What follows belongs to an exercise in optimizing a design on an open flow for small area and a short achievable clock period; a production flow would make more cautious choices.
At most, simulation tests tie the RTL to the original design; equivalence was not proved.
Power and IR drop assume default switching activity.

==> flow/design.v <==
package video_pkg;
	typedef logic [7:0] cam_byte_t;
	typedef struct packed {
		logic [4:0] r;     
		logic [5:0] g;     
		logic [4:0] b;     
	} rgb565_t;
	typedef struct packed {
		logic [7:0] r;
		logic [7:0] g;
		logic [7:0] b;
	} pixel_t;
endpackage
package mem_pkg;
	typedef logic [$clog2(64)-1:0] mem_addr_t;
	typedef enum logic [1:0] {
		req_cam1    = 2'd0,
		req_cam2    = 2'd1,
		req_display = 2'd2
	} req_id_t;
	typedef struct packed {
		mem_addr_t          addr;   
		logic [23:0]        data;   
	} mem_wr_t;
endpackage
module cam_capture #(
	parameter logic [5:0] BASE = '0      
) (
	input  logic        clk_25_2m,
	input  logic        reset,
	input  logic        vsync,
	input  logic        href,
	input  logic [7:0]  data,
	input  logic        wr_ready,        
	output logic        wr_valid,
	output logic [5:0]  wr_addr,
	output logic [15:0] wr_data,
	output logic        frame_done
);
	logic        vsync_d;
	logic        vs_rise;
	logic        phase;                  
	logic [7:0]  hi_byte;
	logic [5:0]  wa;                     
	logic        push;
	logic        pop;
	logic [4:0]  wr_cnt;                 
	assign vs_rise = vsync && !vsync_d;
	assign push    = href && phase;
	assign pop     = wr_ready;
	always_ff @(posedge clk_25_2m) begin
		if (!reset) begin
			vsync_d <= 1'b0;
			phase   <= 1'b0;
			wa      <= BASE;
		end else begin
			vsync_d <= vsync;
			if (vs_rise) begin
				phase <= 1'b0;
				wa    <= BASE;
			end else if (href) begin
				phase <= !phase;
				if (phase)
					wa <= wa + 1'b1;
			end
		end
	end
	always_ff @(posedge clk_25_2m) begin
		if (href && !phase)
			hi_byte <= data;
	end
	logic [5:0]  fa [8];
	logic [15:0] fd [8];
	logic [2:0]  wp, rp;
	logic [3:0]  cnt, cnt_nx;
	always_ff @(posedge clk_25_2m) begin
		if (push) begin
			fa[wp] <= wa;
			fd[wp] <= {hi_byte, data};
		end
	end
	always_comb begin
		cnt_nx = cnt;
		if (push && !pop)
			cnt_nx = cnt + 1'b1;
		else if (!push && pop)
			cnt_nx = cnt - 1'b1;
	end
	always_ff @(posedge clk_25_2m) begin
		if (!reset) begin
			wp       <= '0;
			rp       <= '0;
			cnt      <= '0;
			wr_valid <= 1'b0;
		end else begin
			if (push)
				wp <= wp + 1'b1;
			if (pop)
				rp <= rp + 1'b1;
			cnt      <= cnt_nx;
			wr_valid <= (cnt_nx != '0);
		end
	end
	always_comb begin
		wr_addr = '0;
		wr_data = '0;
		for (int i = 0; i < 8; i++) begin
			wr_addr = wr_addr | ({6{rp == 3'(i)}} & fa[i]);
			wr_data = wr_data | ({16{rp == 3'(i)}} & fd[i]);
		end
	end
	always_ff @(posedge clk_25_2m) begin
		if (!reset) begin
			wr_cnt     <= '0;
			frame_done <= 1'b0;
		end else if (vs_rise) begin
			wr_cnt     <= '0;
			frame_done <= 1'b0;
		end else if (pop) begin
			wr_cnt <= wr_cnt + 1'b1;
			if (wr_cnt == 5'd31)
				frame_done <= 1'b1;
		end
	end
endmodule
module frame_mem_arbiter (
	input  logic        clk_25_2m,
	input  logic        reset,
	input  logic        wr_valid_1,
	input  logic [5:0]  wr_addr_1,
	input  logic [15:0] wr_data_1,
	input  logic        wr_valid_2,
	input  logic [5:0]  wr_addr_2,
	input  logic [15:0] wr_data_2,
	input  logic        rd_req_valid,
	input  logic [5:0]  rd_addr,
	output logic        wr_ready_1,
	output logic        wr_ready_2,
	output logic        rd_req_ready,
	output logic        rd_data_valid,
	output logic [15:0] rd_data
);
	logic [15:0] mem [64];
	logic [2:0]  last;                   
	logic        v1, v2, vd;
	logic        we;
	logic [5:0]  waddr;
	logic [15:0] wdata;
	assign v1 = wr_valid_1;
	assign v2 = wr_valid_2;
	assign vd = rd_req_valid;
	assign wr_ready_1   = v1 && (last[2] || (last[1] && !vd) || (last[0] && !v2 && !vd));
	assign wr_ready_2   = v2 && (last[0] || (last[2] && !v1) || (last[1] && !vd && !v1));
	assign rd_req_ready = vd && (last[1] || (last[0] && !v2) || (last[2] && !v1 && !v2));
	always_ff @(posedge clk_25_2m) begin
		if (!reset) begin
			last          <= 3'b100;         
			rd_data_valid <= 1'b0;
		end else begin
			if (v1 || v2 || vd)
				last <= {rd_req_ready, wr_ready_2, wr_ready_1};
			rd_data_valid <= rd_req_ready;
		end
	end
	assign we    = wr_ready_1 || wr_ready_2;
	assign waddr = wr_ready_1 ? wr_addr_1 : wr_addr_2;
	assign wdata = wr_ready_1 ? wr_data_1 : wr_data_2;
	always_ff @(posedge clk_25_2m) begin
		if (we)
			mem[waddr] <= wdata;
	end
	logic [63:0] rsel;
	logic [15:0] rdm;
	always_comb begin
		rdm = '0;
		for (int i = 0; i < 64; i++) begin
			rsel[i] = (rd_addr == 6'(i));
			rdm     = rdm | ({16{rsel[i]}} & mem[i]);
		end
	end
	always_ff @(posedge clk_25_2m) begin
		rd_data <= rdm;
	end
endmodule
module video_timing (
	input  logic clk_25_2m,
	input  logic reset,
	input  logic run,
	output logic de,
	output logic hs,
	output logic vs
);
	localparam int HW = $clog2(((8 * 2) + 2 + 4 + 2));
	localparam int VW = $clog2((4 + 1 + 2 + 1));
	localparam int HS_START = (8 * 2) + 2;
	localparam int HS_END   = HS_START + 4;
	localparam int VS_START = 4 + 1;
	localparam int VS_END   = VS_START + 2;
	logic [HW-1:0] x;
	logic [VW-1:0] y;
	logic          line_end;
	logic          frame_end;
	assign line_end  = (x == HW'(((8 * 2) + 2 + 4 + 2) - 1));
	assign frame_end = (y == VW'((4 + 1 + 2 + 1) - 1));
	always_ff @(posedge clk_25_2m) begin
		if (!reset || !run) begin        
			x <= '0;
			y <= '0;
		end else if (line_end) begin
			x <= '0;
			if (frame_end)
				y <= '0;
			else
				y <= y + 1'b1;
		end else begin
			x <= x + 1'b1;
		end
	end
	assign de = run
		&& (x < HW'((8 * 2)))
		&& (y < VW'(4));                
	assign hs = run
		&& (x >= HW'(HS_START))
		&& (x < HW'(HS_END));                
	assign vs = run
		&& (y >= VW'(VS_START))
		&& (y <= VW'(VS_END - 1));
endmodule
module display_reader (
	input  logic        clk_25_2m,
	input  logic        reset,
	input  logic        cam1_done,
	input  logic        cam2_done,
	input  logic        rd_req_ready,
	input  logic        rd_data_valid,
	input  logic [15:0] rd_data,
	input  logic        pixel_req,
	output logic        rd_req_valid,    
	output logic [5:0]  rd_addr,
	output logic        timing_run,
	output logic [15:0] pixel
);
	logic        fetch_en, fetch_nx;
	logic        reads_done;
	logic [3:0]  rx;
	logic [1:0]  ry;
	logic [2:0]  wp, rp;
	logic [3:0]  cnt, cnt_nx;
	logic [15:0] pd [8];
	assign rd_addr = {rx[3], ry, rx[2:0]};
	always_ff @(posedge clk_25_2m) begin
		if (!reset) begin
			rx <= '0;
			ry <= '0;
		end else if (rd_req_ready) begin
			rx <= rx + 1'b1;
			if (rx == 4'd15)
				ry <= ry + 1'b1;
		end
	end
	assign fetch_nx = fetch_en || (cam1_done && cam2_done);
	always_ff @(posedge clk_25_2m) begin
		if (!reset) begin
			fetch_en   <= 1'b0;
			reads_done <= 1'b0;
			timing_run <= 1'b0;
		end else begin
			fetch_en <= fetch_nx;
			if (rd_req_ready && rx == 4'd15 && ry == 2'd3)
				reads_done <= 1'b1;
			if (fetch_en && (cnt == 4'd8 || reads_done))
				timing_run <= 1'b1;
		end
	end
	always_ff @(posedge clk_25_2m) begin
		if (rd_data_valid)
			pd[wp] <= rd_data;
	end
	always_comb begin
		cnt_nx = cnt;
		if (rd_data_valid && !pixel_req)
			cnt_nx = cnt + 1'b1;
		else if (!rd_data_valid && pixel_req)
			cnt_nx = cnt - 1'b1;
	end
	always_ff @(posedge clk_25_2m) begin
		if (!reset) begin
			wp           <= '0;
			rp           <= '0;
			cnt          <= '0;
			rd_req_valid <= 1'b0;
		end else begin
			if (rd_data_valid)
				wp <= wp + 1'b1;
			if (pixel_req)
				rp <= rp + 1'b1;
			cnt <= cnt_nx;
			rd_req_valid <= fetch_nx && ({1'b0, cnt_nx} + {4'b0, rd_req_ready} < 5'd8);
		end
	end
	always_comb begin
		pixel = '0;
		for (int i = 0; i < 8; i++)
			pixel = pixel | ({16{rp == 3'(i)}} & pd[i]);
	end
endmodule
module stereo_cap_top (
	input  logic                    clk_25_2m,
	input  logic                    reset,
	input  logic                    cam1_vsync,
	input  logic                    cam1_href,
	input  video_pkg::cam_byte_t    cam1_data,
	input  logic                    cam2_vsync,
	input  logic                    cam2_href,
	input  video_pkg::cam_byte_t    cam2_data,
	output logic                    hdmi_de,
	output logic                    hdmi_hs,
	output logic                    hdmi_vs,
	output video_pkg::pixel_t       hdmi_d
);
	logic                 wr_valid_1, wr_ready_1, wr_valid_2, wr_ready_2;
	logic [5:0]           wr_addr_1, wr_addr_2, rd_addr;
	logic [15:0]          wr_data_1, wr_data_2, rd_data, pixel;
	logic                 cam1_done, cam2_done;
	logic                 rd_req_valid, rd_req_ready, rd_data_valid;
	logic                 timing_run, de, hs, vs;
	logic [15:0]          d565;              
	cam_capture #(.BASE(6'd0)) capture_cam1 (
		.clk_25_2m (clk_25_2m), .reset (reset),
		.vsync (cam1_vsync), .href (cam1_href), .data (cam1_data),
		.wr_ready (wr_ready_1), .wr_valid (wr_valid_1),
		.wr_addr (wr_addr_1), .wr_data (wr_data_1), .frame_done (cam1_done)
	);
	cam_capture #(.BASE(6'd32)) capture_cam2 (
		.clk_25_2m (clk_25_2m), .reset (reset),
		.vsync (cam2_vsync), .href (cam2_href), .data (cam2_data),
		.wr_ready (wr_ready_2), .wr_valid (wr_valid_2),
		.wr_addr (wr_addr_2), .wr_data (wr_data_2), .frame_done (cam2_done)
	);
	frame_mem_arbiter mem_arb (
		.clk_25_2m (clk_25_2m), .reset (reset),
		.wr_valid_1 (wr_valid_1), .wr_addr_1 (wr_addr_1), .wr_data_1 (wr_data_1),
		.wr_valid_2 (wr_valid_2), .wr_addr_2 (wr_addr_2), .wr_data_2 (wr_data_2),
		.rd_req_valid (rd_req_valid), .rd_addr (rd_addr),
		.wr_ready_1 (wr_ready_1), .wr_ready_2 (wr_ready_2), .rd_req_ready (rd_req_ready),
		.rd_data_valid (rd_data_valid), .rd_data (rd_data)
	);
	display_reader reader (
		.clk_25_2m (clk_25_2m), .reset (reset),
		.cam1_done (cam1_done), .cam2_done (cam2_done),
		.rd_req_ready (rd_req_ready), .rd_data_valid (rd_data_valid), .rd_data (rd_data),
		.pixel_req (de), .rd_req_valid (rd_req_valid), .rd_addr (rd_addr),
		.timing_run (timing_run), .pixel (pixel)
	);
	video_timing timing (
		.clk_25_2m (clk_25_2m), .reset (reset), .run (timing_run),
		.de (de), .hs (hs), .vs (vs)
	);
	always_ff @(posedge clk_25_2m) begin
		if (!reset) begin
			hdmi_de <= 1'b0;
			hdmi_hs <= 1'b0;
			hdmi_vs <= 1'b0;
			d565    <= '0;
		end else begin
			hdmi_de <= de;
			hdmi_hs <= hs;
			hdmi_vs <= vs;
			d565    <= de ? pixel : '0;    
		end
	end
	assign hdmi_d = {d565[15:11], d565[15:13],
	                 d565[10:5],  d565[10:9],
	                 d565[4:0],   d565[4:2]};
endmodule
export LEC_CHECK = 0
export CAP_MARGIN = 20
export CORE_MARGIN = 2
export CORE_UTILIZATION = 55
export SETUP_SLACK_MARGIN = 4.5
export SLEW_MARGIN = 20
create_clock -name core_clock -period 8.0 [get_ports {clk_25_2m}]
run.sh (not shown) runs the stock make flow with config.mk's settings and CLKGATE_MAP_FILE= SYNTH_SCRIPT=/design/flow/synth_recipe.tcl, a recipe that flattens the netlist after the stock synthesis.
Change:
--- a/flow/design.v
+++ b/flow/design.v
@@ -102,12 +102,6 @@
 		end
 	end
-	always_comb begin
-		wr_addr = '0;
-		wr_data = '0;
-		for (int i = 0; i < 8; i++) begin
-			wr_addr = wr_addr | ({6{rp == 3'(i)}} & fa[i]);
-			wr_data = wr_data | ({16{rp == 3'(i)}} & fd[i]);
-		end
-	end
+	assign wr_addr = fa[rp];
+	assign wr_data = fd[rp];
 	always_ff @(posedge clk_25_2m) begin
 		if (!reset) begin
@@ -169,16 +163,6 @@
 		if (we)
 			mem[waddr] <= wdata;
-	end
-	logic [63:0] rsel;
-	logic [15:0] rdm;
-	always_comb begin
-		rdm = '0;
-		for (int i = 0; i < 64; i++) begin
-			rsel[i] = (rd_addr == 6'(i));
-			rdm     = rdm | ({16{rsel[i]}} & mem[i]);
-		end
-	end
-	always_ff @(posedge clk_25_2m) begin
-		rd_data <= rdm;
+		if (rd_req_ready)
+			rd_data <= mem[rd_addr];
 	end
 endmodule
@@ -299,9 +283,5 @@
 		end
 	end
-	always_comb begin
-		pixel = '0;
-		for (int i = 0; i < 8; i++)
-			pixel = pixel | ({16{rp == 3'(i)}} & pd[i]);
-	end
+	assign pixel = pd[rp];
 endmodule
 module stereo_cap_top (
After rerunning:
- The changed run completed with no timing, DRC or antenna violations
- non-clock buffer count decreases by 113
- utilization decreases by 2.9 points
- setup slack gets better by 0.26 ns
- via count decreases by about a fifth
- total power decreases by about a fifth
- worst hold slack gets better by 0.0041 ns
Function not checked in the first run of this note: the RTL went through the layout flow alone.

==> separate check: timing with driven ports <==
No port has a modelled driver above. Below, the same layouts with a new extraction and two added sets of constraints. Step 1 (the two cells are an assumption about what drives the block):
set clk [get_ports {clk_25_2m}]
set_driving_cell -lib_cell sky130_fd_sc_hd__clkbuf_16 $clk
set_driving_cell -lib_cell sky130_fd_sc_hd__buf_2 [delete_from_list [all_inputs] $clk]
Step 2, shift: input delay + t, output delay - t, t = (earliest + latest rising clock arrival at the registers) / 2. This alone moves slack from input paths to output paths. Three values: ideal, step 1, step 2; two values: the first two.
| run | shift t [ns] | slack for setup (ns) | worst hold slack (ns) | worst register clock-pin slew, ns |
|---|---|---|---|---|
| the first run | 0.835 | 4.365 / 4.365 / 3.922 | 0.457 / 0.457 / 0.457 | 0.07 / 0.07 |
| the second run | 0.820 | 4.630 / 4.630 / 3.973 | 0.461 / 0.461 / 0.461 | 0.06 / 0.06 |
After both steps setup and hold are still met in every run listed. For the second run, which loses most, drivers alone change the setup slack by 0.000 ns; drivers and shift together by -0.657 ns.
